This is an optimization exercise on Yosys and OpenROAD, whose aim is small area and a short achievable clock period, not a production implementation.
RTL that was checked went through simulation tests only; none was proved equivalent to the original.
The RTL of runs 1 and 2 was laid out without a check of its function.
Power is estimated from default activity; no workload was simulated.

## flow/design.v (module list and top-level ports; edited modules follow where they fit)
// module pipe_mult: 7 lines
// module delay_line: 14 lines
// module barrett_cfg: 60 lines
// module barrett_reduce: 4508 lines
// module barrett_top: 47 lines
module barrett_top (
  input  logic        clk_i,
  input  logic        rst_ni,
  input  logic        cfg_we_i,
  input  logic [47:0] cfg_i,         
  input  logic        in_valid_i,
  input  logic [35:0] in_i,          
  output logic        out_valid_o,
  output logic [19:0] out_o          
);
  // ...
==> flow/run.sh <==
#!/bin/bash
# synth_recipe.tcl (not shown) runs the flow's synth.tcl, then flattens the netlist and writes it again
# the make line also repeats each setting of config.mk as NAME=value (left out here)
make -C /OpenROAD-flow-scripts/flow DESIGN_CONFIG=/design/flow/config.mk WORK_HOME=/design/flow/orfs CLKGATE_MAP_FILE= SYNTH_SCRIPT=/design/flow/synth_recipe.tcl finish
==> flow/config.mk <==
export PLATFORM = sky130hd
export DESIGN_NAME = barrett_top
export DESIGN_NICKNAME = barrett_top
export VERILOG_FILES = /design/flow/design.v
export SDC_FILE = /design/flow/constraint.sdc
export NUM_CORES = 4
export LEC_CHECK = 0
export CAP_MARGIN = 20
export CORE_MARGIN = 2
export CORE_UTILIZATION = 40
export SETUP_SLACK_MARGIN = 4.0
export SLEW_MARGIN = 20
==> flow/constraint.sdc <==
create_clock -name core_clock -period 7.0 [get_ports {clk_i}]
set_input_delay 1.4000 -clock core_clock [delete_from_list [all_inputs] [get_ports {clk_i}]]
set_output_delay 1.4000 -clock core_clock [all_outputs]
set_load 0.01 [all_outputs]
==> out/metrics.cfg, run 1 <==
[outcome]
status = finished clean

[drt]
drt_iter0_drc = 1004
vias = 13722

[finish]
multiInputGateArea_mm2 = 0.0117
seqCellArea_mm2 = 0.00744
drive_above_1_share_pct = 10.5
dominant_cells = multi-input combinational cells
n_antenna_cell = 0

[setup_path]
endpoint_kind = flop
startpoint_type = flop
r2r-start = barrett_reduce_i.s4_cols_1606_q
criticalPathCategory = reg -> reg

[placed_design]
place_congestion = 0.865
placed_cells = 2563
io_buffers = 94

[pwr]
p_per_area_mw_per_mm2 = 543
power_frac_clock_pct = 16.1
comb_power_share_pct = 58.2
switching_share_pct = 41.4
powerComb_mw = 7.45
switching_power_mw = 5.29

[die]
fp.coreArea_mm2 = 0.0501

[sta]
timing.final.crit_share_pct = 45.0

[clock_tree]
cts_buffers = 39
cts_root_buf = clkbuf_16
worstSkewPairLatency_ps = 580

[synthesis]
ys.flop_type = dfxtp_1
ys_types = 83

[grt]
grt_pass1_wl_um = 75500
gr-usage-met1_pct = 24.1

[min_path]
min_to = barrett_reduce_i.s5_tag_1834_q

==> run 2, diff against run 1 <==
--- a/flow/config.mk
+++ b/flow/config.mk
@@ -8,5 +8,5 @@
 export CAP_MARGIN = 20
 export CORE_MARGIN = 2
-export CORE_UTILIZATION = 40
+export CORE_UTILIZATION = 65
 export SETUP_SLACK_MARGIN = 4.0
 export SLEW_MARGIN = 20
==> out/metrics.cfg, run 2 <==
[outcome]
status = finished clean  ; unchanged

[grt]
grt_pass1_vias = 14204  ; was 13.8k
grt.overflow.total = 0  ; unchanged
grt_usage_pct = 28.3  ; was 18.0%
grt_max_degree = 70  ; unchanged
grt_pass1_wl_um = 73800  ; was 75500 um
antenna_found_initial = 0  ; unchanged

[placed_design]
place_congestion = 0.866  ; was 0.865
placed_cells = 2285  ; was 2563
io_buffers = 94  ; unchanged
place_area_mm2 = 0.0214  ; was 0.0217 mm^2
place_hpwl_um = 34500  ; was 34900 um

[min_path]
hold_path.startpoint = barrett_reduce_i.s4_tag_1589_q  ; was barrett_reduce_i.s4_tag_1588_q
holdPathStages = 0  ; unchanged
hp-class = reg -> reg  ; unchanged
min_to = barrett_reduce_i.s5_tag_1835_q  ; was barrett_reduce_i.s5_tag_1834_q

[drt]
final_antenna_net_count = 0  ; unchanged
drt_iter0_drc = 987  ; was 1004
first_pass_iters = 7  ; was 5
vias = 13979  ; was 13.7k
viasPerCell = 5.87  ; was 5.15
detail_route.wl_per_cell_um = 19.5  ; was 17.6 um
finalWirelength_um = 46500  ; was 47000 um
drcViolationCount = 0  ; unchanged

[finish]
syn2layout_area_growth_pct = 13.7  ; was 16.1%
seqCellArea_mm2 = 0.00744  ; about the same
nets = 2297  ; was 2302
stdcell_count = 2383  ; was 2665
top_regs = barrett_cfg_i.q_o (16), barrett_reduce_i.r_o (16)  ; unchanged
layout_common_cells = dfxtp_1, inv_1, xnor2_1  ; unchanged
multiInputGateArea_mm2 = 0.0117  ; about the same
drive_above_1_share_pct = 9.71  ; was 10.5%
n_antenna_cell = 0  ; unchanged
layout_commonest_cell = dfxtp_1  ; unchanged
fillCellCount = 2142  ; was 4657
fin_area_mm2 = 0.0231  ; was 0.0235 mm^2

[die]
die_height_um = 181  ; was 229 um
ios = 109  ; unchanged
fp.coreArea_mm2 = 0.0307  ; was 0.0501 mm^2
die_area_mm2 = 0.0326  ; was 0.0525 mm^2
die_x_um = 181  ; was 229 um
rows = 64  ; was 82
start_util_pct = 66.1  ; was 40.5%

[clock_tree]
htree_levels = 2  ; unchanged
worstSkewPairLatency_ps = 520  ; was 580 ps
cts_root_buf = clkbuf_16  ; unchanged
cts.sinks = 335  ; unchanged
cts_buffers = 37  ; was 39
cts_tree = yes  ; unchanged
clkTransAtPathRegs_ps = 60  ; about the same
cts_buffer_depth = 3  ; unchanged

[sta]
skew_ps = 19.7  ; was 38.1 ps
final_max_slew_viol_count = 0  ; unchanged
period_needed_ps = 3130  ; was 3150 ps
fin_setup_tns_ps = 0  ; unchanged
finalHoldViolCount = 0  ; unchanged
timing.final.crit_share_pct = 44.8  ; was 45.0%
fmax_mhz = 319  ; was 317 MHz
tightest_slew_ps = 1050  ; about the same
max_slew_margin_pct = 30.0  ; was 30.3%
rsz0062_at_grt = true  ; unchanged
setup_viol = 0  ; unchanged

[synthesis]
synth_top_area_share_pct = 25.7  ; unchanged
netlist_area_mm2 = 0.0203  ; unchanged
synth_cells = 1900  ; unchanged
ys_types = 83  ; unchanged
ys.flop_type = dfxtp_1  ; unchanged
synth_enable_flop_cells = 69  ; unchanged
synth_top_area_cell = dfxtp_1  ; unchanged
ys_seq_elements = 335  ; unchanged
synthArstFlopShare_pct = 1.79  ; unchanged
syn_nets = 2238  ; unchanged
syn_avg_cell_area_um2 = 10.7  ; unchanged
synth-warning-count = 2  ; unchanged
yosys-top-cells-area = dfxtp_1, fa_1, edfxtp_1, xnor2_1, a22oi_1  ; unchanged
post-synth-top-count-cell = dfxtp_1  ; unchanged
ys_seq_area_share_pct = 36.6  ; unchanged
synth_common_cells = dfxtp_1, inv_1, xnor2_1, a22oi_1, fa_1  ; unchanged

[setup_path]
cpPeakStageDelay_ps = 540  ; was 550 ps
cp_slowest_cell = fa_1  ; unchanged
crit_arrival_ps = 3550  ; was 3580 ps
criticalPathCategory = reg -> reg  ; unchanged
endpoint_kind = flop  ; unchanged
crit_family = compound AO/OA/AOI/OAI gates  ; unchanged
cp_common_cell = inv_2  ; unchanged
r2r-start = barrett_reduce_i.s4_cols_1608_q  ; was barrett_reduce_i.s4_cols_1606_q
path_max_fanout = 4  ; unchanged
cp.depth = 14  ; unchanged
reg2reg_depth = 14  ; unchanged
critical_path_buf_inv_count = 3  ; unchanged
required_ps = 7410  ; was 7430 ps
startpoint_type = flop  ; unchanged
worstPathCellList = inv_2 > fa_1 > inv_2 > ha_4 > a21oi_2 > o21ai_1 > a311oi_2 > buf_4 > o21ai_4 > a2111oi_4 > o41ai_2 > a21o_1 > fa_2 > xnor2_1  ; was inv_2 > fa_1 > inv_2 > ha_4 > a21oi_4 > o21ai_2 > a311oi_2 > buf_4 > o21ai_4 > a2111oi_4 > o41ai_4 > a21o_1 > fa_2 > xnor2_1
r2r_end = barrett_reduce_i.s5_r_1853_q  ; unchanged
ff2ff_setup_slack_ps = 3870  ; was 3850 ps

[flow_run]
maxCapViolCount = 0  ; unchanged

[pwr]
power_leakage_nw = 9.86  ; was 9.91 nW
p_per_area_mw_per_mm2 = 554  ; was 543 mW/mm^2
ir_drop_mv = 0.286  ; was 0.249 mV

run 2: cell counts after synthesis:
Identical to the previous run, type by type.
run 2: per-stage QoR:
| stage | utilization, % | setup slack [ps] | hold slack, ps | total power, mW |
|---|---|---|---|---|
| floorplan | - | 3980 | 310 | 8.61 |
| global placement | 69.7 | 3380 | 310 | 10.1 |
| detailed placement | 69.7 | 3270 | 312 | 10.4 |
| CTS | 74.2 | 3760 | 322 | 12.6 |
| global route | 75.2 | 3700 | 330 | 14.0 |
| finish | 75.2 | 3870 | 322 | 12.8 |
run 2: per-layer routing:
metal / global-route usage (%) / share of wire, %
met1: 35.3 / 40
met2: 48.7 / 49
met3: 4.79 / 6.4
met4: 12.2 / 4.2
met5: 0 / 0
run 2: kinds of logic after synthesis:
| kind of cell | share of synthesized area [%] |
|---|---|
| buffers and inverters | 6.65 |
| XOR/XNOR | 12.4 |
| multiplexers | 3.24 |
| AND/OR/NAND/NOR | 5.87 |
| AO/OA/AOI/OAI | 14.0 |
| flip-flops | 36.6 |
| adder cells (fa/ha/maj) | 21.2 |
run 2: worst max-delay path by stage:
stage / start / to / slack [ps]
after floorplan: barrett_reduce_i.s4_cols_1608_q / barrett_reduce_i.s5_r_1853_q / 3980
after global placement: cfg_i[45] / barrett_cfg_i.s_o[1] / 3380
after detailed placement: cfg_i[47] / barrett_cfg_i.s_o[1] / 3270
after CTS: barrett_reduce_i.s4_cols_1608_q / barrett_reduce_i.s5_r_1853_q / 3760
after global routing: barrett_reduce_i.s4_cols_1608_q / barrett_reduce_i.s5_r_1853_q / 3700
final: barrett_reduce_i.s4_cols_1608_q / barrett_reduce_i.s5_r_1853_q / 3870
run 2: repair_timing:
action	4_1_cts	5_1_grt
setup buffers	9	22
resized for setup	9	22
hold buffers	0	0
endpoints found under the setup margin	23	42
pin swaps	8	12
run 2: worst register-to-register path, stage by stage, from the launching register on:
cell and delay, ps:
dfxtp_2 320, inv_2 40, fa_1 540, inv_2 50
ha_4 220, a21oi_2 130, o21ai_1 80, a311oi_2 230
buf_4 190, o21ai_4 80, a2111oi_4 370, o41ai_2 130
a21o_1 180, fa_2 340, xnor2_1 130
run 2: area by class of cell:
cell class                 instances  area share, %
timing repair buffer             134           5.61
multi-input combinational       1211           50.6
inverter                         240           3.91
clock buffer                      47           4.49
sequential                       335           32.3
clock inverter                    20           1.01
tap                              396           2.15
run 2: report_power, final:
group	switching (mW)	internal, mW	total [mW]
Combinational	3.90	3.53	7.43
Sequential	0.622	2.71	3.33
Clock	0.796	1.21	2.00
Total	5.32	7.45	12.8
==> module barrett_cfg, before the edit <==
module barrett_cfg (
  input  logic        clk_i,
  input  logic        cfg_we_i,
  input  logic [15:0] q_i,
  input  logic [31:0] mu_i,
  output logic [3:0]  s_o,
  output logic [15:0] q_o,
  output logic [8:0]  m1_one_o,
  output logic [8:0]  m1_two_o,
  output logic [7:0]  m1_neg_o,
  output logic [8:0]  m2_one_o,
  output logic [7:0]  m2_two_o,
  output logic [7:0]  m2_neg_o
);
  logic [3:0]  s_calc;
  logic [18:0] mb;    
  logic [18:0] qb;    
  logic [8:0]  m1_one, m1_two, m1_neg, m2_one, m2_two, m2_neg;
  logic       z8, z4h, z4l;
  logic [3:0] t;    
  logic [7:0] u;    
  assign z8  = ~|q_i[15:8];
  assign z4h = ~|q_i[15:12];
  assign z4l = ~|q_i[7:4];
  always_comb begin
    for (int i = 0; i < 4; i++) t[i] = ~|q_i[4*i+3 -: 2];
    for (int i = 0; i < 8; i++) u[i] = ~q_i[2*i+1];
  end
  assign s_calc[3] = z8;
  assign s_calc[2] = z8 ? z4l : z4h;
  assign s_calc[1] = z8 ? (z4l ? t[0] : t[1]) : (z4h ? t[2] : t[3]);
  assign s_calc[0] = z8 ? (z4l ? (t[0] ? u[0] : u[1]) : (t[1] ? u[2] : u[3]))
                        : (z4h ? (t[2] ? u[4] : u[5]) : (t[3] ? u[6] : u[7]));
  assign mb = {1'b0, (mu_i[17] ? 17'h1ffff : mu_i[16:0]), 1'b0};
  assign qb = {2'b00, q_i, 1'b0};
  always_comb begin
    for (int i = 0; i < 9; i++) begin
      m1_one[i] = mb[2*i+1] ^ mb[2*i];
      m1_two[i] = (mb[2*i+2] & ~mb[2*i+1] & ~mb[2*i])
                | (~mb[2*i+2] & mb[2*i+1] & mb[2*i]);
      m1_neg[i] = mb[2*i+2];
      m2_one[i] = qb[2*i+1] ^ qb[2*i];
      m2_two[i] = (qb[2*i+2] & ~qb[2*i+1] & ~qb[2*i])
                | (~qb[2*i+2] & qb[2*i+1] & qb[2*i]);
      m2_neg[i] = ~qb[2*i+2];   
    end
  end
  always_ff @(posedge clk_i) begin
    if (cfg_we_i) begin
      s_o      <= s_calc;
      q_o      <= q_i;
      m1_one_o <= m1_one;
      m1_two_o <= m1_two;
      m1_neg_o <= m1_neg[7:0];
      m2_one_o <= m2_one;
      m2_two_o <= m2_two[7:0];
      m2_neg_o <= m2_neg[7:0];
    end
  end
endmodule
==> run 3, diff against run 2 <==
--- a/flow/design.v
+++ b/flow/design.v
@@ -59,5 +59,5 @@
   logic [18:0] mb;    
   logic [18:0] qb;    
-  logic [8:0]  m1_one, m1_two, m1_neg, m2_one, m2_two, m2_neg;
+  logic [8:0]  m1_one, m1_two, m1_neg, m2_one, m2_two;
   logic       z8, z4h, z4l;
   logic [3:0] t;    
@@ -86,5 +86,4 @@
       m2_two[i] = (qb[2*i+2] & ~qb[2*i+1] & ~qb[2*i])
                 | (~qb[2*i+2] & qb[2*i+1] & qb[2*i]);
-      m2_neg[i] = ~qb[2*i+2];   
     end
   end
@@ -98,7 +97,9 @@
       m2_one_o <= m2_one;
       m2_two_o <= m2_two[7:0];
-      m2_neg_o <= m2_neg[7:0];
     end
   end
+  always_comb begin
+    for (int i = 0; i < 8; i++) m2_neg_o[i] = ~q_o[2*i+1];
+  end
 endmodule
 `default_nettype wire
==> out/metrics.cfg, run 3 <==
[outcome]
status = finished clean  ; unchanged

[setup_path]
ff2ff_setup_slack_ps = 3970  ; was 3870 ps
crit_family = compound AO/OA/AOI/OAI gates  ; unchanged
worstPathCellList = buf_12 > ha_4 > fa_2 > nor2b_2 > o31a_1 > o21ba_4 > a21oi_4 > o21ai_4 > xor2_4 > buf_12 > buf_6 > mux2_2 > mux2i_1  ; was inv_2 > fa_1 > inv_2 > ha_4 > a21oi_2 > o21ai_1 > a311oi_2 > buf_4 > o21ai_4 > a2111oi_4 > o41ai_2 > a21o_1 > fa_2 > xnor2_1
crit_arrival_ps = 3470  ; was 3550 ps
r2r-start = barrett_cfg_i.q_o[0]  ; was barrett_reduce_i.s4_cols_1608_q
cpPeakStageDelay_ps = 450  ; was 540 ps
endpoint_kind = flop  ; unchanged
criticalPathCategory = reg -> reg  ; unchanged
critical_path_buf_inv_count = 3  ; unchanged
cp_common_cell = buf_12  ; was inv_2
startpoint_type = flop  ; unchanged
reg2reg_depth = 13  ; was 14
cp_slowest_cell = edfxtp_1  ; was fa_1
required_ps = 7440  ; was 7410 ps
r2r_end = barrett_reduce_i.r_o[1]  ; was barrett_reduce_i.s5_r_1853_q
path_max_fanout = 7  ; was 4

[pwr]
p_total_mw = 12.7  ; was 12.8 mW
comb_power_share_pct = 59.4  ; was 58.2%
power_leakage_nw = 9.70  ; was 9.86 nW
power_frac_seq_pct = 25.6  ; was 26.1%
switching_power_mw = 5.29  ; was 5.32 mW
ir_drop_mv = 0.272  ; was 0.286 mV
power_frac_clock_pct = 15.0  ; was 15.7%
power.internal_mw = 7.41  ; was 7.45 mW
p_per_area_mw_per_mm2 = 557  ; was 554 mW/mm^2
switching_share_pct = 41.6  ; was 41.7%

[finish]
drive_above_1_share_pct = 11.6  ; was 9.71%
nets = 2274  ; was 2297
layout_common_cells = dfxtp_1, inv_1, xnor2_1  ; unchanged
seqCellArea_mm2 = 0.00720  ; was 0.00744 mm^2
n_antenna_cell = 0  ; unchanged
stdcell_count = 2354  ; was 2383
multiInputGateArea_mm2 = 0.0115  ; was 0.0117 mm^2
fin_util_pct = 76.5  ; was 75.2%
top_regs = barrett_cfg_i.q_o (16), barrett_reduce_i.r_o (16)  ; unchanged
fillCellCount = 2058  ; was 2142
syn2layout_area_growth_pct = 15.3  ; was 13.7%
layout_commonest_cell = dfxtp_1  ; unchanged
fin_area_mm2 = 0.0228  ; was 0.0231 mm^2

[sta]
max_slew_margin_pct = 44.3  ; was 30.0%
finalHoldViolCount = 0  ; unchanged
skew_ps = 9.78  ; was 19.7 ps
tightest_slew_ps = 835  ; was 1050 ps
final_max_slew_viol_count = 0  ; unchanged
timing.final.crit_share_pct = 43.3  ; was 44.8%
rsz0062_at_grt = true  ; unchanged
setup_viol = 0  ; unchanged
fmax_mhz = 330  ; was 319 MHz
fin_setup_tns_ps = 0  ; unchanged
period_needed_ps = 3030  ; was 3130 ps

[drt]
drt_iter0_drc = 945  ; was 987
vias = 13809  ; was 14.0k
final_antenna_net_count = 0  ; unchanged
viasPerCell = 5.87  ; about the same
detail_route.wl_per_cell_um = 20.1  ; was 19.5 um
finalWirelength_um = 47300  ; was 46500 um
first_pass_iters = 5  ; was 7
drcViolationCount = 0  ; unchanged

[clock_tree]
hold_buffers = 0  ; unchanged
clkTransAtPathRegs_ps = 60  ; about the same
worstSkewPairLatency_ps = 520  ; about the same
cts_buffer_depth = 3  ; unchanged
htree_levels = 2  ; unchanged
cts_tree = yes  ; unchanged
cts_root_buf = clkbuf_16  ; unchanged
cts.sinks = 327  ; was 335
cts_buffers = 36  ; was 37

[die]
rows = 63  ; was 64
die_area_mm2 = 0.0318  ; was 0.0326 mm^2
ios = 109  ; unchanged
start_util_pct = 66.3  ; was 66.1%
fp.coreArea_mm2 = 0.0298  ; was 0.0307 mm^2
die_height_um = 178  ; was 181 um
die_x_um = 178  ; was 181 um

[placed_design]
io_buffers = 94  ; unchanged
place_hpwl_um = 33900  ; was 34500 um
place_congestion = 0.929  ; was 0.866
place_area_mm2 = 0.0208  ; was 0.0214 mm^2
placed_cells = 2240  ; was 2285

[synthesis]
ys.flop_type = dfxtp_1  ; unchanged
syn_avg_cell_area_um2 = 10.7  ; about the same
synthArstFlopShare_pct = 1.83  ; was 1.79%
synth-warning-count = 2  ; unchanged
synth_cells = 1856  ; was 1900
post-synth-top-count-cell = dfxtp_1  ; unchanged
ys_types = 74  ; was 83
ys_seq_elements = 327  ; was 335
ys_seq_area_share_pct = 36.4  ; was 36.6%
netlist_area_mm2 = 0.0198  ; was 0.0203 mm^2
synth_common_cells = dfxtp_1, inv_1, xnor2_1, a22oi_1, fa_1  ; unchanged
yosys-top-cells-area = dfxtp_1, fa_1, edfxtp_1, xnor2_1, a22oi_1  ; unchanged
synth_top_area_share_pct = 26.3  ; was 25.7%
synth_enable_flop_cells = 61  ; was 69
syn_nets = 2194  ; was 2238
synth_top_area_cell = dfxtp_1  ; unchanged

[grt]
grt_pass1_vias = 13913  ; was 14.2k
grt_max_degree = 62  ; was 70
grt.overflow.total = 0  ; unchanged
grt_pass1_wl_um = 72900  ; was 73800 um
antenna_found_initial = 0  ; unchanged
grt_usage_pct = 29.6  ; was 28.3%

[min_path]
holdPathStages = 0  ; unchanged
hp-class = reg -> reg  ; unchanged
min_to = barrett_reduce_i.s4_tag_1588_q  ; was barrett_reduce_i.s5_tag_1835_q
hold_path.startpoint = barrett_reduce_i.s3_tag_1116_q  ; was barrett_reduce_i.s4_tag_1589_q

[flow_run]
maxCapViolCount = 0  ; unchanged

==> run 3: through the flow <==
stage               hold WS (ps)  setup WS, ps
detailed placement           312          2810
global route                 330          3920
global placement             310          2950
CTS                          325          3980
floorplan                    310          3970
finish                       326          3970
==> run 3: power groups by stage <==
| stage | sequential [mW] | clock, mW | combinational, mW |
|---|---|---|---|
| floorplan | 2.93 | 0 | 5.37 |
| global placement | 3.26 | 0 | 6.59 |
| detailed placement | 3.28 | 0 | 6.85 |
| CTS | 3.25 | 1.93 | 7.23 |
| global route | 3.32 | 2.01 | 8.48 |
| finish | 3.26 | 1.90 | 7.54 |
==> run 3: area by class of cell <==
class / instances / share of cell area (%)
clock buffers: 48 / 4.50
flip-flops and latches: 327 / 31.6
well taps: 390 / 2.14
inverters: 228 / 3.82
clock inverters: 18 / 0.824
repair buffers: 151 / 6.51
multi-input cells: 1192 / 50.6
==> run 3: worst max path at each step <==
stage                                startpoint                 endpoint  slack (ps)  cells past startpoint
after global placement     barrett_cfg_i.q_o[9]  barrett_reduce_i.r_o[2]        2950                     10
final                      barrett_cfg_i.q_o[0]  barrett_reduce_i.r_o[1]        3970                     13
after global routing       barrett_cfg_i.q_o[0]  barrett_reduce_i.r_o[1]        3920                     13
after floorplan            barrett_cfg_i.q_o[3]  barrett_reduce_i.r_o[2]        3970                     12
after detailed placement   barrett_cfg_i.q_o[9]  barrett_reduce_i.r_o[2]        2810                     10
after CTS                 barrett_cfg_i.q_o[13]  barrett_reduce_i.r_o[2]        3980                     10
==> run 3: logic make-up after synthesis <==
logic type                 synth area share [%]
AOI/OAI and AO/OA                          12.9
xor gates and xnor gates                   12.5
adders and majority gates                  21.7
buffers and inverters                      6.56
DFF                                        36.4
muxes                                      4.15
and+or+nand+nor                            5.72
==> run 3: timing repair <==
item / 4_1_cts / 5_1_grt
hold endpoints to repair: 0 / 0
endpoints found under the setup margin: 44 / 42
buffers inserted: 22 / 25
gates resized for setup: 29 / 42
pin swaps: 10 / 17
cloned: 0 / 1
==> run 3: layer usage <==
layer | vias to the layer above | part of all wire [%] | global-route usage [%]
met1 | 6736 | 40 | 38.4
met4 | 0 | 4.1 | 11.7
met3 | 124 | 7.6 | 4.62
met5 | - | 0 | 0
li1 | 6383 | - | -
met2 | 566 | 48 | 49.9
==> run 4, diff against run 3 <==
--- a/flow/config.mk
+++ b/flow/config.mk
@@ -9,4 +9,6 @@
 export CORE_MARGIN = 2
 export CORE_UTILIZATION = 65
+export CTS_BUF_LIST = sky130_fd_sc_hd__clkbuf_4
+export CTS_CLUSTER_SIZE = 40
 export SETUP_SLACK_MARGIN = 4.0
 export SLEW_MARGIN = 20
==> out/metrics.cfg, run 4 <==
[outcome]
status = finished clean  ; unchanged

[synthesis]
synth_top_family_by_area = adder cells  ; unchanged
syn_nets = 2194  ; unchanged
yosys-top-cells-area = dfxtp_1, fa_1, edfxtp_1, xnor2_1, a22oi_1  ; unchanged
synth_cells = 1856  ; unchanged
syn_avg_cell_area_um2 = 10.7  ; unchanged
ys.flop_type = dfxtp_1  ; unchanged
synth_enable_flop_cells = 61  ; unchanged
synth-warning-count = 2  ; unchanged
post-synth-top-count-cell = dfxtp_1  ; unchanged
synth_top_area_share_pct = 26.3  ; unchanged
synthArstFlopShare_pct = 1.83  ; unchanged
ys_seq_elements = 327  ; unchanged
ys_types = 74  ; unchanged
netlist_area_mm2 = 0.0198  ; unchanged
synthXorXnorAreaFrac_pct = 12.5  ; unchanged
synthMuxAreaShare_pct = 4.15  ; unchanged
synthAdderAreaFrac_pct = 21.7  ; unchanged
synth_common_cells = dfxtp_1, inv_1, xnor2_1, a22oi_1, fa_1  ; unchanged
synthSimpleGateAreaFrac_pct = 5.72  ; unchanged
synth_compound_area_share_pct = 12.9  ; unchanged
ys_seq_area_share_pct = 36.4  ; unchanged
synth_top_area_cell = dfxtp_1  ; unchanged

[drt]
drcViolationCount = 0  ; unchanged
detail_route.wl_per_cell_um = 19.4  ; was 20.1 um
finalWirelength_um = 47200  ; was 47300 um
first_pass_iters = 5  ; unchanged
viasPerCell = 5.81  ; was 5.87
drt_iter0_drc = 981  ; was 945
final_antenna_net_count = 0  ; unchanged
vias = 14148  ; was 13.8k

[finish]
top_regs = barrett_cfg_i.q_o (16), barrett_reduce_i.r_o (16)  ; unchanged
nets = 2320  ; was 2274
layout_common_cells = dfxtp_1, inv_1, xnor2_1  ; unchanged
multiInputGateArea_mm2 = 0.0115  ; about the same
drive_above_1_share_pct = 14.3  ; was 11.6%
layout_commonest_cell = dfxtp_1  ; unchanged
syn2layout_area_growth_pct = 14.4  ; was 15.3%
seqCellArea_mm2 = 0.00720  ; about the same
fillCellCount = 2141  ; was 2058

[clock_tree]
clkTransAtPathRegs_ps = 80  ; was 60 ps
htree_levels = 3  ; was 2
cts.sinks = 327  ; unchanged
cts_buffer_depth = 3  ; unchanged
worstSkewPairLatency_ps = 740  ; was 520 ps
cts_buffers = 82  ; was 36
cts_root_buf = clkbuf_4  ; was clkbuf_16
hold_buffers = 0  ; unchanged
cts_tree = yes  ; unchanged

[pwr]
power_leakage_nw = 9.78  ; was 9.70 nW
p_per_area_mw_per_mm2 = 548  ; was 557 mW/mm^2
ir_drop_mv = 0.255  ; was 0.272 mV

[sta]
rsz0062_at_grt = true  ; unchanged
whs_ps = 316  ; was 326 ps
skew_ps = 56.9  ; was 9.78 ps
timing.final.crit_share_pct = 42.4  ; was 43.3%
max_slew_margin_pct = 44.7  ; was 44.3%
setup_viol = 0  ; unchanged
final_max_slew_viol_count = 0  ; unchanged
period_needed_ps = 2970  ; was 3030 ps
finalHoldViolCount = 0  ; unchanged
fmax_mhz = 337  ; was 330 MHz
fin_setup_tns_ps = 0  ; unchanged
tightest_slew_ps = 830  ; was 835 ps

[grt]
grt.overflow.total = 0  ; unchanged
grt_pass1_vias = 14335  ; was 13.9k
grt_usage_pct = 29.8  ; was 29.6%
antenna_found_initial = 1  ; was 0
grt_pass1_wl_um = 73000  ; was 72900 um
grt_max_degree = 62  ; unchanged

[flow_run]
maxCapViolCount = 0  ; unchanged

[setup_path]
required_ps = 7640  ; was 7440 ps
endpoint_kind = flop  ; unchanged
crit_start = barrett_cfg_i.q_o[0]  ; unchanged
criticalPathCategory = reg -> reg  ; unchanged
ff2ff_setup_slack_ps = 4030  ; was 3970 ps
path_max_fanout = 8  ; was 7
r2r-start = barrett_cfg_i.q_o[0]  ; unchanged
crit_arrival_ps = 3610  ; was 3470 ps
r2r_end = barrett_reduce_i.r_o[2]  ; was barrett_reduce_i.r_o[1]
startpoint_type = flop  ; unchanged
reg2reg_depth = 12  ; was 13

[die]
start_util_pct = 66.3  ; unchanged
fp.coreArea_mm2 = 0.0298  ; unchanged
die_area_mm2 = 0.0318  ; unchanged
rows = 63  ; unchanged
die_x_um = 178  ; unchanged
ios = 109  ; unchanged
die_height_um = 178  ; unchanged

[min_path]
hold_path.startpoint = barrett_reduce_i.s3_xl_1098_q  ; was barrett_reduce_i.s3_tag_1116_q
hp-class = reg -> reg  ; unchanged
holdPathStages = 0  ; unchanged
min_to = barrett_reduce_i.s4_cols_1596_q  ; was barrett_reduce_i.s4_tag_1588_q

[placed_design]
place_hpwl_um = 33900  ; unchanged
io_buffers = 94  ; unchanged
place_congestion = 0.929  ; unchanged

==> run 4: cell counts after synthesis <==
Identical to the previous run, type by type.
==> run 4: kinds of logic after synthesis <==
group,count (synthesis)
flip-flops,327
AO/OA/AOI/OAI,361
XOR/XNOR,280
buffers and inverters,337
AND/OR/NAND/NOR,228
multiplexers,73
adder cells (fa/ha/maj),250
==> run 4: cell type report <==
cell class | instances | share of cell area [%]
multi-input cells | 1192 | 50.9
clock buffers | 119 | 3.95
flip-flops and latches | 327 | 31.8
repair buffers | 151 | 6.39
inverters | 228 | 3.82
well taps | 390 | 2.16
diodes | 1 | 0.0111
clock inverters | 28 | 0.919
==> run 4: per-stage QoR <==
stage	area (um^2)	utilization (%)	total power [mW]	instances	setup slack (ps)
2_1_floorplan	19800	-	8.30	1856	3970
3_5_place_dp	20800	69.9	10.1	2240	2810
3_3_place_gp	20800	69.9	9.86	2240	2950
6_report	22600	75.9	12.4	2436	4030
5_1_grt	22600	75.9	13.6	2436	3930
4_1_cts	22200	74.6	12.2	2410	3960
==> run 4: routing by layer <==
layer / up-vias / track usage [%] / wire [um]
met4: 0 / 14.2 / 1990
met3: 143 / 6.61 / 3440
met1: 6870 / 37.3 / 19200
met2: 607 / 49.2 / 22500
met5: - / 0 / 0
li1: 6528 / - / -
==> run 4: critical path, stage by stage (launching register included) <==
cell,delay (ps)
edfxtp_1,430
buf_12,160
ha_4,150
fa_2,410
nor2b_2,140
o31a_1,190
o21ba_4,200
a21oi_4,80
o21ai_4,210
xor2_4,180
buf_12,150
mux2_4,290
mux2_2,260
==> run 4: power breakdown <==
group | internal [mW] | switching (mW) | total, mW
logic | 3.59 | 3.89 | 7.47
registers | 2.65 | 0.592 | 3.25
clock network | 0.899 | 0.777 | 1.68
==> run 4: timing repair <==
action,in CTS,in global routing
resized for setup,47,34
endpoints found under the setup margin,65,41
gates cloned,0,1
hold endpoints to repair,0,0
setup buffers,23,24
pin swaps,11,16
==> run 4: how the worst max path moves through the flow <==
stage / to / slack, ps / cells past startpoint
final: barrett_reduce_i.r_o[2] / 4030 / 12
after global routing: barrett_reduce_i.s5_r_1852_q / 3930 / 10
after floorplan: barrett_reduce_i.r_o[2] / 3970 / 12
after detailed placement: barrett_reduce_i.r_o[2] / 2810 / 10
after CTS: barrett_reduce_i.s5_r_1852_q / 3960 / 10
after global placement: barrett_reduce_i.r_o[2] / 2950 / 10
==> run 5, diff against run 4 <==
--- a/flow/design.v
+++ b/flow/design.v
@@ -76,5 +76,5 @@
                         : (z4h ? (t[2] ? u[4] : u[5]) : (t[3] ? u[6] : u[7]));
   assign mb = {1'b0, (mu_i[17] ? 17'h1ffff : mu_i[16:0]), 1'b0};
-  assign qb = {2'b00, q_i, 1'b0};
+  assign qb = {2'b00, q_o, 1'b0};
   always_comb begin
     for (int i = 0; i < 9; i++) begin
@@ -95,8 +95,10 @@
       m1_two_o <= m1_two;
       m1_neg_o <= m1_neg[7:0];
-      m2_one_o <= m2_one;
-      m2_two_o <= m2_two[7:0];
     end
   end
+  always_ff @(posedge clk_i) begin
+    m2_one_o <= m2_one;
+    m2_two_o <= m2_two[7:0];
+  end
   always_comb begin
     for (int i = 0; i < 8; i++) m2_neg_o[i] = ~q_o[2*i+1];
--- a/flow/config.mk
+++ b/flow/config.mk
@@ -9,5 +9,5 @@
 export CORE_MARGIN = 2
 export CORE_UTILIZATION = 65
-export CTS_BUF_LIST = sky130_fd_sc_hd__clkbuf_4
+export CTS_BUF_LIST = sky130_fd_sc_hd__clkbuf_8
 export CTS_CLUSTER_SIZE = 40
 export SETUP_SLACK_MARGIN = 4.0
==> out/metrics.cfg, run 5 <==
[setup_path]
startpoint_type = flop  ; unchanged
cp-endpoint = barrett_reduce_i.s3_qh_1130_q  ; was barrett_reduce_i.r_o[2]
crit_arrival_ps = 3460  ; was 3610 ps
criticalPathCategory = reg -> reg  ; unchanged
path_max_fanout = 3  ; was 8
r2r_end = barrett_reduce_i.s3_qh_1130_q  ; was barrett_reduce_i.r_o[2]
endpoint_kind = flop  ; unchanged
crit_start = barrett_reduce_i.s2_cols_809_q  ; was barrett_cfg_i.q_o[0]
required_ps = 7450  ; was 7640 ps
r2r-start = barrett_reduce_i.s2_cols_809_q  ; was barrett_cfg_i.q_o[0]
ff2ff_setup_slack_ps = 3990  ; was 4030 ps
reg2reg_depth = 10  ; was 12

[die]
die_area_mm2 = 0.0318  ; about the same
fp.coreArea_mm2 = 0.0298  ; unchanged
rows = 63  ; unchanged
start_util_pct = 66.2  ; was 66.3%
ios = 109  ; unchanged
die_height_um = 178  ; about the same
die_x_um = 178  ; about the same

[sta]
tightest_slew_ps = 916  ; was 830 ps
max_slew_margin_pct = 38.9  ; was 44.7%
timing.final.crit_share_pct = 43.0  ; was 42.4%
fmax_mhz = 333  ; was 337 MHz
period_needed_ps = 3010  ; was 2970 ps
final_max_slew_viol_count = 0  ; unchanged
finalHoldViolCount = 0  ; unchanged
setup_viol = 0  ; unchanged
rsz0062_at_grt = true  ; unchanged
skew_ps = 40.8  ; was 56.9 ps
fin_setup_tns_ps = 0  ; unchanged

[clock_tree]
cts_tree = yes  ; unchanged
cts_buffer_depth = 3  ; unchanged
clkTransAtPathRegs_ps = 60  ; was 80 ps
cts_root_buf = clkbuf_8  ; was clkbuf_4
hold_buffers = 0  ; unchanged
cts.sinks = 329  ; was 327
cts_buffers = 54  ; was 82
htree_levels = 2  ; was 3
worstSkewPairLatency_ps = 610  ; was 740 ps

[placed_design]
io_buffers = 94  ; unchanged
place_congestion = 0.953  ; was 0.929
place_hpwl_um = 34200  ; was 33900 um
place_area_mm2 = 0.0208  ; about the same

[pwr]
power_leakage_nw = 9.78  ; about the same
switching_power_mw = 5.35  ; was 5.26 mW
power.internal_mw = 7.36  ; was 7.14 mW
ir_drop_mv = 0.293  ; was 0.255 mV
p_total_mw = 12.7  ; was 12.4 mW
switching_share_pct = 42.1  ; was 42.4%
power_frac_clock_pct = 14.3  ; was 13.5%
comb_power_share_pct = 60.1  ; was 60.3%
power_frac_seq_pct = 25.6  ; was 26.2%
p_per_area_mw_per_mm2 = 557  ; was 548 mW/mm^2

[synthesis]
synth-warning-count = 2  ; unchanged
synth_top_area_share_pct = 28.1  ; was 26.3%
syn_avg_cell_area_um2 = 10.6  ; was 10.7 um^2
synth_enable_flop_cells = 46  ; was 61
synthArstFlopShare_pct = 1.82  ; was 1.83%
netlist_area_mm2 = 0.0197  ; was 0.0198 mm^2
ys_seq_elements = 329  ; was 327
ys_seq_area_share_pct = 35.9  ; was 36.4%
ys.flop_type = dfxtp_1  ; unchanged
synth_common_cells = dfxtp_1, inv_1, xnor2_1, a22oi_1, fa_1  ; unchanged
post-synth-top-count-cell = dfxtp_1  ; unchanged
synth_top_area_cell = dfxtp_1  ; unchanged
yosys-top-cells-area = dfxtp_1, fa_1, xnor2_1, edfxtp_1, a22oi_1  ; was dfxtp_1, fa_1, edfxtp_1, xnor2_1, a22oi_1
syn_nets = 2206  ; was 2194
ys_types = 75  ; was 74
synth_cells = 1868  ; was 1856

[drt]
final_antenna_net_count = 0  ; unchanged
first_pass_iters = 8  ; was 5
vias = 13909  ; was 14.1k
detail_route.wl_per_cell_um = 19.7  ; was 19.4 um
drcViolationCount = 0  ; unchanged
finalWirelength_um = 47300  ; was 47200 um
viasPerCell = 5.79  ; was 5.81
drt_iter0_drc = 1204  ; was 981

[grt]
grt_usage_pct = 30.1  ; was 29.8%
use_met2_pct = 46.4  ; was 49.2%
grt_pass1_wl_um = 73800  ; was 73000 um
grt.overflow.total = 0  ; unchanged
gr-usage-met3_pct = 6.14  ; was 6.61%
grt_pass1_vias = 13728  ; was 14.3k
grt_max_degree = 47  ; was 62
grt.busiest_layer = met2  ; unchanged
gr-usage-met1_pct = 43.2  ; was 37.3%
antenna_found_initial = 0  ; was 1

[finish]
layout_commonest_cell = dfxtp_1  ; unchanged
drive_above_1_share_pct = 13.1  ; was 14.3%
fillCellCount = 1985  ; was 2141
multiInputGateArea_mm2 = 0.0117  ; was 0.0115 mm^2
syn2layout_area_growth_pct = 15.6  ; was 14.4%
fin_area_mm2 = 0.0228  ; was 0.0226 mm^2
top_regs = barrett_cfg_i.q_o (16), barrett_reduce_i.r_o (16)  ; unchanged
nets = 2307  ; was 2320
seqCellArea_mm2 = 0.00710  ; was 0.00720 mm^2
layout_common_cells = dfxtp_1, inv_1, xnor2_1  ; unchanged

[outcome]
status = finished clean  ; unchanged

[flow_run]
maxCapViolCount = 0  ; unchanged

[min_path]
hp-class = reg -> reg  ; unchanged

[run 5: cell type report]
class                           instances  share of cell area (%)
Multi-Input combinational cell       1193                    51.2
Clock inverter                         39                    1.54
Antenna cell                            1                  0.0110
Inverter                              235                    4.02
Clock buffer                           61                    3.68
Tap cell                              390                    2.14
Timing Repair Buffer                  156                    6.28
Sequential cell                       329                    31.1
[run 5: worst min path at each step]
stage,endpoint,slack (ps),cells past startpoint,start
detailed placement,barrett_reduce_i.s3_xl_1111_q,310,0,barrett_reduce_i.s2_xl_799_q
global route,barrett_reduce_i.s3_xl_1098_q,330,0,barrett_reduce_i.s2_xl_786_q
floorplan,barrett_reduce_i.s2_tag_802_q,310,0,barrett_reduce_i.s1_tag_19_q
global placement,barrett_reduce_i.s3_xl_1103_q,310,0,barrett_reduce_i.s2_xl_791_q
CTS,barrett_reduce_i.s3_xl_1098_q,320,0,barrett_reduce_i.s2_xl_786_q
finish,barrett_reduce_i.s3_xl_1098_q,320,0,barrett_reduce_i.s2_xl_786_q
[run 5: routing by layer]
layer	up-vias	share of wire, %
met5	-	0
met2	612	45
met1	6733	45
li1	6481	-
met4	0	2.2
met3	83	7.9
[run 5: worst max-delay path, stage by stage (launching register included)]
cell	delay, ps
dfxtp_2	320
inv_2	30
fa_1	540
inv_2	50
ha_4	260
nand3_4	80
a221oi_4	390
a31oi_4	160
o31ai_4	310
a311o_1	310
fa_1	440
[run 5: cell families (layout without fill, tap and decap cells)]
kind of cell | count (synthesis) | in the layout | synth area share [%]
xor gates and xnor gates | 278 | 278 | 12.4
and+or+nand+nor | 217 | 218 | 5.34
other | 0 | 1 | 0
muxes | 71 | 71 | 4.34
buffers and inverters | 347 | 491 | 6.71
adders and majority gates | 250 | 250 | 21.8
DFF | 329 | 329 | 35.9
AOI/OAI and AO/OA | 376 | 376 | 13.6
[run 5: power by group through the flow]
stage / sequential (mW) / clock (mW) / combinational, mW
after floorplan: 2.93 / 0 / 5.32
after global placement: 3.26 / 0 / 6.57
after detailed placement: 3.28 / 0 / 6.80
after CTS: 3.23 / 1.85 / 7.25
after global routing: 3.31 / 1.93 / 8.55
final: 3.25 / 1.82 / 7.63
[run 5: what timing repair did]
action | in CTS | in global routing
gates resized for setup | 41 | 49
setup buffers | 29 | 24
endpoints found under the hold margin | 0 | 0
gates cloned | 1 | 0
pin swaps | 11 | 24
endpoints found under the setup margin | 48 | 42
[run 5: per-stage QoR]
stage / setup WS, ps / hold WS, ps / instances / util, %
global placement: 2990 / 311 / 2249 / 69.8
floorplan: 4000 / 310 / 1868 / -
detailed placement: 2910 / 313 / 2249 / 69.8
global route: 3870 / 332 / 2403 / 76.6
finish: 3990 / 324 / 2404 / 76.6
CTS: 3960 / 324 / 2379 / 75.1
==> run 6, diff against run 5 <==
--- a/flow/config.mk
+++ b/flow/config.mk
@@ -11,4 +11,4 @@
 export CTS_BUF_LIST = sky130_fd_sc_hd__clkbuf_8
 export CTS_CLUSTER_SIZE = 40
-export SETUP_SLACK_MARGIN = 4.0
+export SETUP_SLACK_MARGIN = 3.7
 export SLEW_MARGIN = 20
==> out/metrics.cfg, run 6 <==
[outcome]
status = finished clean  ; unchanged

[synthesis]
synth-warning-count = 2  ; unchanged
ys_seq_area_share_pct = 35.9  ; unchanged
synthArstFlopShare_pct = 1.82  ; unchanged
yosys-top-cells-area = dfxtp_1, fa_1, xnor2_1, edfxtp_1, a22oi_1  ; unchanged
ys_seq_elements = 329  ; unchanged
netlist_area_mm2 = 0.0197  ; unchanged
synth_cells = 1868  ; unchanged
ys_types = 75  ; unchanged
ys.flop_type = dfxtp_1  ; unchanged
synth_top_area_cell = dfxtp_1  ; unchanged
syn_nets = 2206  ; unchanged
syn_avg_cell_area_um2 = 10.6  ; unchanged
synth_top_area_share_pct = 28.1  ; unchanged
post-synth-top-count-cell = dfxtp_1  ; unchanged
synth_enable_flop_cells = 46  ; unchanged
synth_common_cells = dfxtp_1, inv_1, xnor2_1, a22oi_1, fa_1  ; unchanged

[setup_path]
worstPathCellList = clkinv_2 > ha_1 > a21oi_2 > o21ai_0 > a21o_1 > a31oi_4 > o221ai_4 > xnor2_2 > buf_6 > mux2_1 > mux2_2  ; was inv_2 > fa_1 > inv_2 > ha_4 > nand3_4 > a221oi_4 > a31oi_4 > o31ai_4 > a311o_1 > fa_1
criticalPathCategory = reg -> reg  ; unchanged
ff2ff_setup_slack_ps = 3790  ; was 3990 ps
r2r-start = barrett_cfg_i.q_o[9]  ; was barrett_reduce_i.s2_cols_809_q
crit_arrival_ps = 3680  ; was 3460 ps
crit_start = barrett_cfg_i.q_o[9]  ; was barrett_reduce_i.s2_cols_809_q
cp_slowest_cell = edfxtp_1  ; was fa_1
required_ps = 7470  ; was 7450 ps
cpPeakStageDelay_ps = 480  ; was 540 ps
endpoint_kind = flop  ; unchanged
startpoint_type = flop  ; unchanged
reg2reg_depth = 11  ; was 10
r2r_end = barrett_reduce_i.r_o[2]  ; was barrett_reduce_i.s3_qh_1130_q
path_max_fanout = 12  ; was 3

[sta]
finalHoldViolCount = 0  ; unchanged
fmax_mhz = 312  ; was 333 MHz
tightest_slew_ps = 1060  ; was 916 ps
setup_viol = 0  ; unchanged
period_needed_ps = 3210  ; was 3010 ps
skew_ps = 19.0  ; was 40.8 ps
max_slew_margin_pct = 29.2  ; was 38.9%
final_max_slew_viol_count = 0  ; unchanged
fin_ws_ps = 3790  ; was 3990 ps
timing.final.crit_share_pct = 45.8  ; was 43.0%
fin_setup_tns_ps = 0  ; unchanged
rsz0062_at_grt = true  ; unchanged

[finish]
drive_above_1_share_pct = 9.65  ; was 13.1%
syn2layout_area_growth_pct = 12.8  ; was 15.6%
top_regs = barrett_cfg_i.q_o (16), barrett_reduce_i.r_o (16)  ; unchanged
layout_commonest_cell = dfxtp_1  ; unchanged
multiInputGateArea_mm2 = 0.0114  ; was 0.0117 mm^2
nets = 2284  ; was 2307
layout_common_cells = dfxtp_1, inv_1, xnor2_1  ; unchanged
fillCellCount = 2110  ; was 1985
n_antenna_cell = 0  ; was 1
seqCellArea_mm2 = 0.00708  ; was 0.00710 mm^2
fin_area_mm2 = 0.0223  ; was 0.0228 mm^2

[placed_design]
io_buffers = 94  ; unchanged
place_congestion = 0.953  ; unchanged
place_area_mm2 = 0.0208  ; about the same
pre_cts_slack_ps = 2820  ; was 2910 ps
place_hpwl_um = 34100  ; was 34200 um

[grt]
grt_usage_pct = 29.3  ; was 30.1%
antenna_found_initial = 0  ; unchanged
grt_pass1_vias = 13389  ; was 13.7k
grt_pass1_wl_um = 72200  ; was 73800 um
grt.overflow.total = 0  ; unchanged
grt_max_degree = 47  ; unchanged

[flow_run]
maxCapViolCount = 0  ; unchanged

[drt]
drt_iter0_drc = 1412  ; was 1204
vias = 13900  ; about the same
first_pass_iters = 6  ; was 8
final_antenna_net_count = 0  ; unchanged
viasPerCell = 5.84  ; was 5.79
detail_route.wl_per_cell_um = 19.5  ; was 19.7 um
drcViolationCount = 0  ; unchanged
finalWirelength_um = 46300  ; was 47300 um

[die]
ios = 109  ; unchanged
die_area_mm2 = 0.0318  ; unchanged
fp.coreArea_mm2 = 0.0298  ; unchanged
rows = 63  ; unchanged
start_util_pct = 66.2  ; unchanged
die_height_um = 178  ; unchanged
die_x_um = 178  ; unchanged

[clock_tree]
cts_buffers = 53  ; was 54
cts_tree = yes  ; unchanged
cts.sinks = 329  ; unchanged
htree_levels = 2  ; unchanged
worstSkewPairLatency_ps = 590  ; was 610 ps
hold_buffers = 0  ; unchanged
cts_buffer_depth = 3  ; unchanged
cts_root_buf = clkbuf_8  ; unchanged
clkTransAtPathRegs_ps = 60  ; about the same

[min_path]
min_to = barrett_reduce_i.s3_xl_1111_q  ; was barrett_reduce_i.s3_xl_1098_q
holdPathStages = 0  ; unchanged
hold_path.startpoint = barrett_reduce_i.s2_xl_799_q  ; was barrett_reduce_i.s2_xl_786_q
hp-class = reg -> reg  ; unchanged

[pwr]
p_per_area_mw_per_mm2 = 546  ; was 557 mW/mm^2
ir_drop_mv = 0.248  ; was 0.293 mV
p_total_mw = 12.2  ; was 12.7 mW
power_leakage_nw = 9.61  ; was 9.78 nW

## run 6: cells by family after synthesis
family	share of synthesized area [%]
simple gates	5.34
mux	4.34
xor+xnor	12.4
buf+inv	6.71
fa+ha+maj	21.8
flops	35.9
compound gates	13.6
## run 6: timing repair
| item | in CTS | in global routing |
|---|---|---|
| resized for setup | 10 | 9 |
| setup endpoints to repair | 32 | 10 |
| buffers inserted | 10 | 24 |
| pin swaps | 1 | 2 |
| gates cloned | 0 | 1 |
## run 6: cell type report
| class | instances | share of cell area (%) |
|---|---|---|
| multi-input cells | 1193 | 51.1 |
| clock inverters | 32 | 1.16 |
| well taps | 390 | 2.19 |
| clock buffers | 67 | 4.14 |
| flip-flops and latches | 329 | 31.8 |
| repair buffers | 134 | 5.57 |
| inverters | 235 | 4.05 |
## run 6: worst max path at each step
stage	cells after the start	endpoint	slack, ps
2_1_floorplan	11	barrett_reduce_i.r_o[11]	3760
3_3_place_gp	11	barrett_reduce_i.r_o[11]	2900
3_5_place_dp	10	barrett_reduce_i.r_o[2]	2820
4_1_cts	9	barrett_reduce_i.r_o[2]	3700
5_1_grt	11	barrett_reduce_i.r_o[2]	3680
6_report	11	barrett_reduce_i.r_o[2]	3790
## run 6: routing by layer
layer	vias to the layer above	global-route usage (%)	share of wire, %
li1	6436	-	-
met1	6748	42.8	44
met2	626	44.6	44
met3	90	6.59	9.2
met4	0	7.38	2.2
met5	-	0	0
## run 6: power by group
part / internal, mW / switching [mW]
registers: 2.65 / 0.604
logic: 3.39 / 3.73
clock network: 1.02 / 0.762
total: 7.05 / 5.10
## run 6: worst max-delay path, delay by kind of cell, from the launching register on
| kind | cells | cell delay, ps |
|---|---|---|
| AOI/OAI and AO/OA | 5 | 960 |
| muxes | 2 | 590 |
| DFF | 1 | 480 |
| buffers and inverters | 2 | 470 |
| adders and majority gates | 1 | 420 |
| xor gates and xnor gates | 1 | 170 |
## run 6: through the flow
stage	utilization (%)	std cells	hold WS (ps)
2_1_floorplan	-	1868	310
3_3_place_gp	69.7	2246	310
3_5_place_dp	69.7	2246	312
4_1_cts	74.0	2355	324
5_1_grt	74.7	2380	329
6_report	74.7	2380	321
==> run 7, diff against run 6 <==
--- a/flow/config.mk
+++ b/flow/config.mk
@@ -11,4 +11,4 @@
 export CTS_BUF_LIST = sky130_fd_sc_hd__clkbuf_8
 export CTS_CLUSTER_SIZE = 40
-export SETUP_SLACK_MARGIN = 3.7
+export SETUP_SLACK_MARGIN = 4.2
 export SLEW_MARGIN = 20
==> out/metrics.cfg, run 7 <==
[outcome]
status = finished clean  ; unchanged

[synthesis]
post-synth-top-count-cell = dfxtp_1  ; unchanged
synth_cells = 1868  ; unchanged
syn_nets = 2206  ; unchanged
netlist_area_mm2 = 0.0197  ; unchanged
ys_seq_area_share_pct = 35.9  ; unchanged
synth-warning-count = 2  ; unchanged
synth_common_cells = dfxtp_1, inv_1, xnor2_1, a22oi_1, fa_1  ; unchanged
syn_avg_cell_area_um2 = 10.6  ; unchanged
synth_enable_flop_cells = 46  ; unchanged
synthArstFlopShare_pct = 1.82  ; unchanged
ys.flop_type = dfxtp_1  ; unchanged
synth_top_area_cell = dfxtp_1  ; unchanged
ys_types = 75  ; unchanged
synth_top_area_share_pct = 28.1  ; unchanged
yosys-top-cells-area = dfxtp_1, fa_1, xnor2_1, edfxtp_1, a22oi_1  ; unchanged
ys_seq_elements = 329  ; unchanged

[clock_tree]
htree_levels = 2  ; unchanged
cts_tree = yes  ; unchanged
cts_buffer_depth = 3  ; unchanged
cts_root_buf = clkbuf_8  ; unchanged
cts_buffers = 53  ; unchanged
cts.sinks = 329  ; unchanged
worstSkewPairLatency_ps = 590  ; about the same
clkTransAtPathRegs_ps = 60  ; about the same
hold_buffers = 0  ; unchanged

[finish]
nets = 2328  ; was 2284
syn2layout_area_growth_pct = 18.2  ; was 12.8%
n_antenna_cell = 0  ; unchanged
stdcell_count = 2422  ; was 2380
layout_commonest_cell = dfxtp_1  ; unchanged
top_regs = barrett_cfg_i.q_o (16), barrett_reduce_i.r_o (16)  ; unchanged
drive_above_1_share_pct = 17.0  ; was 9.65%
layout_common_cells = dfxtp_1, inv_1, xnor2_1  ; unchanged
fillCellCount = 1930  ; was 2110

[sta]
fmax_mhz = 341  ; was 312 MHz
timing.final.crit_share_pct = 41.9  ; was 45.8%
finalHoldViolCount = 0  ; unchanged
setup_viol = 0  ; unchanged
final_max_slew_viol_count = 0  ; unchanged
period_needed_ps = 2930  ; was 3210 ps
fin_ws_ps = 4070  ; was 3790 ps
tightest_slew_ps = 752  ; was 1060 ps
fin_setup_tns_ps = 0  ; unchanged
max_slew_margin_pct = 49.9  ; was 29.2%
rsz0062_at_grt = true  ; unchanged
skew_ps = 31.9  ; was 19.0 ps

[pwr]
power_leakage_nw = 9.95  ; was 9.61 nW
comb_power_share_pct = 62.3  ; was 58.6%
power_frac_seq_pct = 24.7  ; was 26.8%
switching_power_mw = 5.55  ; was 5.10 mW
switching_share_pct = 42.6  ; was 42.0%
p_per_area_mw_per_mm2 = 558  ; was 546 mW/mm^2
power.internal_mw = 7.47  ; was 7.05 mW
power_frac_clock_pct = 13.0  ; was 14.6%
ir_drop_mv = 0.285  ; was 0.248 mV

[setup_path]
startpoint_type = flop  ; unchanged
crit_arrival_ps = 3390  ; was 3680 ps
endpoint_kind = flop  ; unchanged
path_max_fanout = 3  ; was 12
criticalPathCategory = reg -> reg  ; unchanged
required_ps = 7460  ; was 7470 ps

[drt]
vias = 14113  ; was 13.9k
drcViolationCount = 0  ; unchanged
final_antenna_net_count = 0  ; unchanged
detail_route.wl_per_cell_um = 19.9  ; was 19.5 um
viasPerCell = 5.83  ; was 5.84
first_pass_iters = 5  ; was 6
drt_iter0_drc = 1048  ; was 1412
finalWirelength_um = 48200  ; was 46300 um

[grt]
use_met2_pct = 47.8  ; was 44.6%
grt.busiest_layer = met2  ; unchanged
gr-usage-met1_pct = 43.1  ; was 42.8%
grt_max_degree = 47  ; unchanged
gr-usage-met3_pct = 7.03  ; was 6.59%
grt_pass1_vias = 13908  ; was 13.4k
antenna_found_initial = 0  ; unchanged
grt.overflow.total = 0  ; unchanged
grt_usage_pct = 30.5  ; was 29.3%
grt_pass1_wl_um = 75100  ; was 72200 um

[die]
ios = 109  ; unchanged
start_util_pct = 66.2  ; unchanged
rows = 63  ; unchanged
die_height_um = 178  ; unchanged
fp.coreArea_mm2 = 0.0298  ; unchanged
die_x_um = 178  ; unchanged
die_area_mm2 = 0.0318  ; unchanged

[flow_run]
maxCapViolCount = 0  ; unchanged

[placed_design]
place_congestion = 0.941  ; was 0.953
place_hpwl_um = 34200  ; was 34100 um
io_buffers = 94  ; unchanged
placed_cells = 2250  ; was 2246
pre_cts_slack_ps = 2950  ; was 2820 ps

[min_path]
hp-class = reg -> reg  ; unchanged

[run 7: power groups by stage]
stage	clock network, mW	registers, mW	logic [mW]
CTS	1.72	3.21	7.68
detailed placement	0	3.25	6.89
finish	1.69	3.22	8.11
global route	1.81	3.28	9.06
global placement	0	3.24	6.65
floorplan	0	2.93	5.38
[run 7: final cells by class]
cell class              instances  area (um^2)  area share [%]
clock buffers                  62          853            3.66
clock inverters                35          260            1.12
inverters                     235          931            3.99
multi-input cells            1193        12000            51.4
flip-flops and latches        329         7120            30.5
well taps                     390          488            2.09
repair buffers                178         1690            7.24
[run 7: final timing paths]
check,start,slack (ps),depth (start not counted),end
max in group asynchronous,rst_ni,5750,1,barrett_reduce_i.v_q[0]
worst max-delay path,barrett_reduce_i.s2_cols_809_q,4070,10,barrett_reduce_i.s3_qh_1130_q
worst min register to register,barrett_reduce_i.s4_tag_1587_q,330,0,barrett_reduce_i.s5_tag_1833_q
min in group asynchronous,rst_ni,1050,1,barrett_reduce_i.v_q[4]
worst min-delay path,barrett_reduce_i.s4_tag_1587_q,330,0,barrett_reduce_i.s5_tag_1833_q
worst max register to register,barrett_reduce_i.s2_cols_809_q,4070,10,barrett_reduce_i.s3_qh_1130_q
[run 7: worst max-delay path: stages (launching register included)]
cell,delay [ps]
dfxtp_2,320
inv_2,30
fa_1,550
inv_2,50
ha_4,260
nand3_4,70
a221oi_4,360
a31oi_4,150
o31ai_4,250
a311o_1,310
fa_1,440
[run 7: cells by family (layout without fill, tap and decap cells)]
| logic type | after synthesis | after routing | synth area share (%) |
|---|---|---|---|
| AO/OA/AOI/OAI | 376 | 376 | 13.6 |
| buffers and inverters | 347 | 510 | 6.71 |
| flip-flops | 329 | 329 | 35.9 |
| XOR/XNOR | 278 | 278 | 12.4 |
| adder cells (fa/ha/maj) | 250 | 250 | 21.8 |
| AND/OR/NAND/NOR | 217 | 218 | 5.34 |
| multiplexers | 71 | 71 | 4.34 |
[run 7: timing repair]
| item | in CTS | in global routing |
|---|---|---|
| resized for setup | 113 | 71 |
| setup endpoints to repair | 92 | 53 |
| gates cloned | 1 | 0 |
| pin swaps | 31 | 29 |
| setup buffers | 50 | 24 |
| hold endpoints to repair | 0 | 0 |
[run 7: metal layers]
layer,routed length [um],vias up
li1,-,6533
met1,21100,6906
met2,22000,583
met3,4030,91
met4,1130,0
met5,0,-
[run 7: per-stage QoR]
| step | cell area [um^2] | utilization (%) | hold WS (ps) | power (mW) |
|---|---|---|---|---|
| finish | 23300 | 78.3 | 325 | 13.0 |
| CTS | 22800 | 76.5 | 324 | 12.6 |
| global placement | 20900 | 70.0 | 311 | 9.89 |
| floorplan | 19900 | - | 310 | 8.31 |
| global route | 23300 | 78.3 | 327 | 14.1 |
| detailed placement | 20900 | 70.0 | 312 | 10.1 |
==> run 8, diff against run 7 <==
--- a/flow/config.mk
+++ b/flow/config.mk
@@ -11,4 +11,5 @@
 export CTS_BUF_LIST = sky130_fd_sc_hd__clkbuf_8
 export CTS_CLUSTER_SIZE = 40
-export SETUP_SLACK_MARGIN = 4.2
+export PLACE_DENSITY = 0.75
+export SETUP_SLACK_MARGIN = 4.1
 export SLEW_MARGIN = 20
==> out/metrics.cfg, run 8 <==
[clock_tree]
cts_buffers = 54  ; was 53
worstSkewPairLatency_ps = 600  ; was 590 ps
cts.sinks = 329  ; unchanged
hold_buffers = 0  ; unchanged
cts_root_buf = clkbuf_8  ; unchanged
clkTransAtPathRegs_ps = 60  ; about the same
cts_buffer_depth = 3  ; unchanged
cts_tree = yes  ; unchanged
htree_levels = 2  ; unchanged

[grt]
antenna_found_initial = 0  ; unchanged
grt_max_degree = 47  ; unchanged
grt_usage_pct = 30.1  ; was 30.5%
grt_pass1_vias = 13910  ; about the same
grt.overflow.total = 0  ; unchanged
grt.busiest_layer = met2  ; unchanged
gr-usage-met3_pct = 5.07  ; was 7.03%
use_met2_pct = 48.3  ; was 47.8%
gr-usage-met1_pct = 41.8  ; was 43.1%
grt_pass1_wl_um = 73800  ; was 75100 um

[synthesis]
synth_enable_flop_cells = 46  ; unchanged
ys_types = 75  ; unchanged
synth_top_area_share_pct = 28.1  ; unchanged
ys.flop_type = dfxtp_1  ; unchanged
synthArstFlopShare_pct = 1.82  ; unchanged
netlist_area_mm2 = 0.0197  ; unchanged
yosys-top-cells-area = dfxtp_1, fa_1, xnor2_1, edfxtp_1, a22oi_1  ; unchanged
synth_top_area_cell = dfxtp_1  ; unchanged
synth_cells = 1868  ; unchanged
ys_seq_elements = 329  ; unchanged
syn_avg_cell_area_um2 = 10.6  ; unchanged
synth_common_cells = dfxtp_1, inv_1, xnor2_1, a22oi_1, fa_1  ; unchanged
synth-warning-count = 2  ; unchanged
post-synth-top-count-cell = dfxtp_1  ; unchanged
ys_seq_area_share_pct = 35.9  ; unchanged
syn_nets = 2206  ; unchanged

[placed_design]
pre_cts_slack_ps = 3000  ; was 2950 ps
place_congestion = 0.927  ; was 0.941
io_buffers = 94  ; unchanged
place_hpwl_um = 33600  ; was 34200 um

[die]
rows = 63  ; unchanged
fp.coreArea_mm2 = 0.0298  ; unchanged
ios = 109  ; unchanged
die_x_um = 178  ; unchanged
die_height_um = 178  ; unchanged
start_util_pct = 66.2  ; unchanged
die_area_mm2 = 0.0318  ; unchanged

[pwr]
p_per_area_mw_per_mm2 = 558  ; about the same
power_frac_seq_pct = 25.2  ; was 24.7%
power_leakage_nw = 9.88  ; was 9.95 nW
switching_share_pct = 42.5  ; was 42.6%
comb_power_share_pct = 61.3  ; was 62.3%
power.internal_mw = 7.41  ; was 7.47 mW
ir_drop_mv = 0.293  ; was 0.285 mV
switching_power_mw = 5.48  ; was 5.55 mW
power_frac_clock_pct = 13.5  ; was 13.0%

[finish]
layout_commonest_cell = dfxtp_1  ; unchanged
nets = 2311  ; was 2328
top_regs = barrett_cfg_i.q_o (16), barrett_reduce_i.r_o (16)  ; unchanged
syn2layout_area_growth_pct = 17.0  ; was 18.2%
n_antenna_cell = 0  ; unchanged
fillCellCount = 1935  ; was 1930
drive_above_1_share_pct = 15.6  ; was 17.0%
layout_common_cells = dfxtp_1, inv_1, xnor2_1  ; unchanged

[min_path]
hp-class = reg -> reg  ; unchanged
hold_path.startpoint = barrett_reduce_i.s2_xl_787_q  ; was barrett_reduce_i.s4_tag_1587_q

[sta]
fin_setup_tns_ps = 0  ; unchanged
finalHoldViolCount = 0  ; unchanged
rsz0062_at_grt = true  ; unchanged
final_max_slew_viol_count = 0  ; unchanged
fmax_mhz = 339  ; was 341 MHz
setup_viol = 0  ; unchanged
skew_ps = 31.4  ; was 31.9 ps
fin_ws_ps = 4050  ; was 4070 ps
max_slew_margin_pct = 47.9  ; was 49.9%
timing.final.crit_share_pct = 42.2  ; was 41.9%
tightest_slew_ps = 781  ; was 752 ps
period_needed_ps = 2950  ; was 2930 ps

[setup_path]
path_max_fanout = 3  ; unchanged
required_ps = 7450  ; was 7460 ps
cp_slowest_cell = fa_1  ; unchanged
endpoint_kind = flop  ; unchanged
startpoint_type = flop  ; unchanged
crit_family = adder cells  ; unchanged
crit_start = barrett_reduce_i.s2_cols_809_q  ; unchanged
critical_path_buf_inv_count = 2  ; unchanged
r2r-start = barrett_reduce_i.s2_cols_809_q  ; unchanged
criticalPathCategory = reg -> reg  ; unchanged
worstPathCellList = inv_2 > fa_1 > inv_2 > ha_4 > nand3_4 > a221oi_4 > a31oi_4 > o31ai_2 > a311o_1 > fa_1  ; was inv_2 > fa_1 > inv_2 > ha_4 > nand3_4 > a221oi_4 > a31oi_4 > o31ai_4 > a311o_1 > fa_1
cpPeakStageDelay_ps = 550  ; about the same
crit_arrival_ps = 3400  ; was 3390 ps

[drt]
viasPerCell = 5.84  ; was 5.83
detail_route.wl_per_cell_um = 19.9  ; about the same
drcViolationCount = 0  ; unchanged
drt_iter0_drc = 1287  ; was 1048
finalWirelength_um = 47900  ; was 48200 um
first_pass_iters = 6  ; was 5
final_antenna_net_count = 0  ; unchanged
vias = 14076  ; about the same

[outcome]
status = finished clean  ; unchanged

[flow_run]
maxCapViolCount = 0  ; unchanged

run 8: cell counts after synthesis:
No cell type changed its count.
run 8: worst reg2reg max path: stages (launching register included):
cell,delay (ps)
dfxtp_2,320
inv_2,30
fa_1,550
inv_2,50
ha_4,260
nand3_4,70
a221oi_4,350
a31oi_4,150
o31ai_2,260
a311o_1,340
fa_1,450
run 8: area by class of cell:
type | instances | area, um^2 | area share, %
flip-flops and latches | 329 | 7110 | 30.8
clock inverters | 30 | 185 | 0.802
well taps | 390 | 488 | 2.11
inverters | 235 | 921 | 3.99
clock buffers | 72 | 991 | 4.29
repair buffers | 160 | 1520 | 6.58
multi-input cells | 1193 | 11900 | 51.5
run 8: timing repair:
action,in CTS,in global routing
resized for setup,67,71
setup endpoints to repair,56,53
buffers inserted,43,14
pin swaps,23,32
gates cloned,1,0
run 8: routing by layer:
metal  share of wire (%)  up-vias
met5                   0        -
met4                 2.9        0
met3                 7.9      100
met2                  47      635
met1                  42     6852
li1                    -     6489
run 8: final timing paths:
path                                            endpoint  slack, ps  cells past startpoint
max                        barrett_reduce_i.s3_qh_1130_q       4050                     10
min                        barrett_reduce_i.s3_xl_1099_q        320                      0
max reg2reg                barrett_reduce_i.s3_qh_1130_q       4050                     10
min reg2reg                barrett_reduce_i.s3_xl_1099_q        320                      0
max in group asynchronous        barrett_reduce_i.v_q[5]       5750                      1
min in group asynchronous        barrett_reduce_i.v_q[3]       1040                      1
run 8: through the flow:
step	util, %	area [um^2]	instances	power, mW	hold WS [ps]
3_5_place_dp	69.9	20800	2249	10.1	312
6_report	77.5	23100	2409	12.9	325
2_1_floorplan	-	19900	1868	8.28	310
5_1_grt	77.5	23100	2409	14.0	329
3_3_place_gp	69.9	20800	2249	9.86	311
4_1_cts	76.1	22700	2395	12.5	324
run 8: kinds of logic after synthesis:
group	count (synthesis)	share of synthesized area, %
AO/OA/AOI/OAI	376	13.6
buffers and inverters	347	6.71
flip-flops	329	35.9
XOR/XNOR	278	12.4
adder cells (fa/ha/maj)	250	21.8
AND/OR/NAND/NOR	217	5.34
multiplexers	71	4.34
run 8: power groups by stage:
stage	registers (mW)	clock network [mW]	logic (mW)
finish	3.25	1.74	7.91
global route	3.30	1.85	8.82
CTS	3.22	1.77	7.46
detailed placement	3.27	0	6.84
global placement	3.25	0	6.61
floorplan	2.93	0	5.35

[afterwards: timing with drivers on the ports]
The results above use ideal ports. As a check the final layouts listed here were re-extracted and re-timed, cells and wires unchanged.
Step 1 assumes that a clkbuf_16 drives the clock port and a buf_2 every other input.
Step 2 also shifts input and output timing later by t, the mid clock arrival at the registers, as if the neighbouring blocks saw the same clock.
a / b / c = ideal / step 1 / step 2; a / b = the first two.
run	t, ns	setup slack, ns	hold slack, ns	slew at the worst register clock pin (ns)	pins driven straight from the clock port
run 1	0.619	3.847 / 3.847 / 3.520	0.323 / 0.323 / 0.323	0.06 / 0.06	1
run 2	0.568	3.867 / 3.867 / 3.532	0.322 / 0.322 / 0.322	0.06 / 0.06	1
run 3	0.570	3.971 / 3.971 / 3.571	0.326 / 0.326 / 0.326	0.06 / 0.06	1
run 4	0.765	4.029 / 4.029 / 3.325	0.316 / 0.316 / 0.316	0.08 / 0.08	1
run 5	0.637	3.993 / 3.993 / 3.768	0.324 / 0.324 / 0.324	0.07 / 0.07	1
run 6	0.631	3.795 / 3.795 / 3.795	0.321 / 0.321 / 0.321	0.07 / 0.07	1
run 7	0.625	4.070 / 4.070 / 3.865	0.325 / 0.325 / 0.325	0.07 / 0.07	1
run 8	0.636	4.049 / 4.049 / 3.910	0.325 / 0.325 / 0.325	0.07 / 0.07	1
After both steps every run listed still meets setup and hold. For run 4, which loses most, drivers alone change the setup slack by 0.000 ns; drivers and shift together by -0.704 ns.
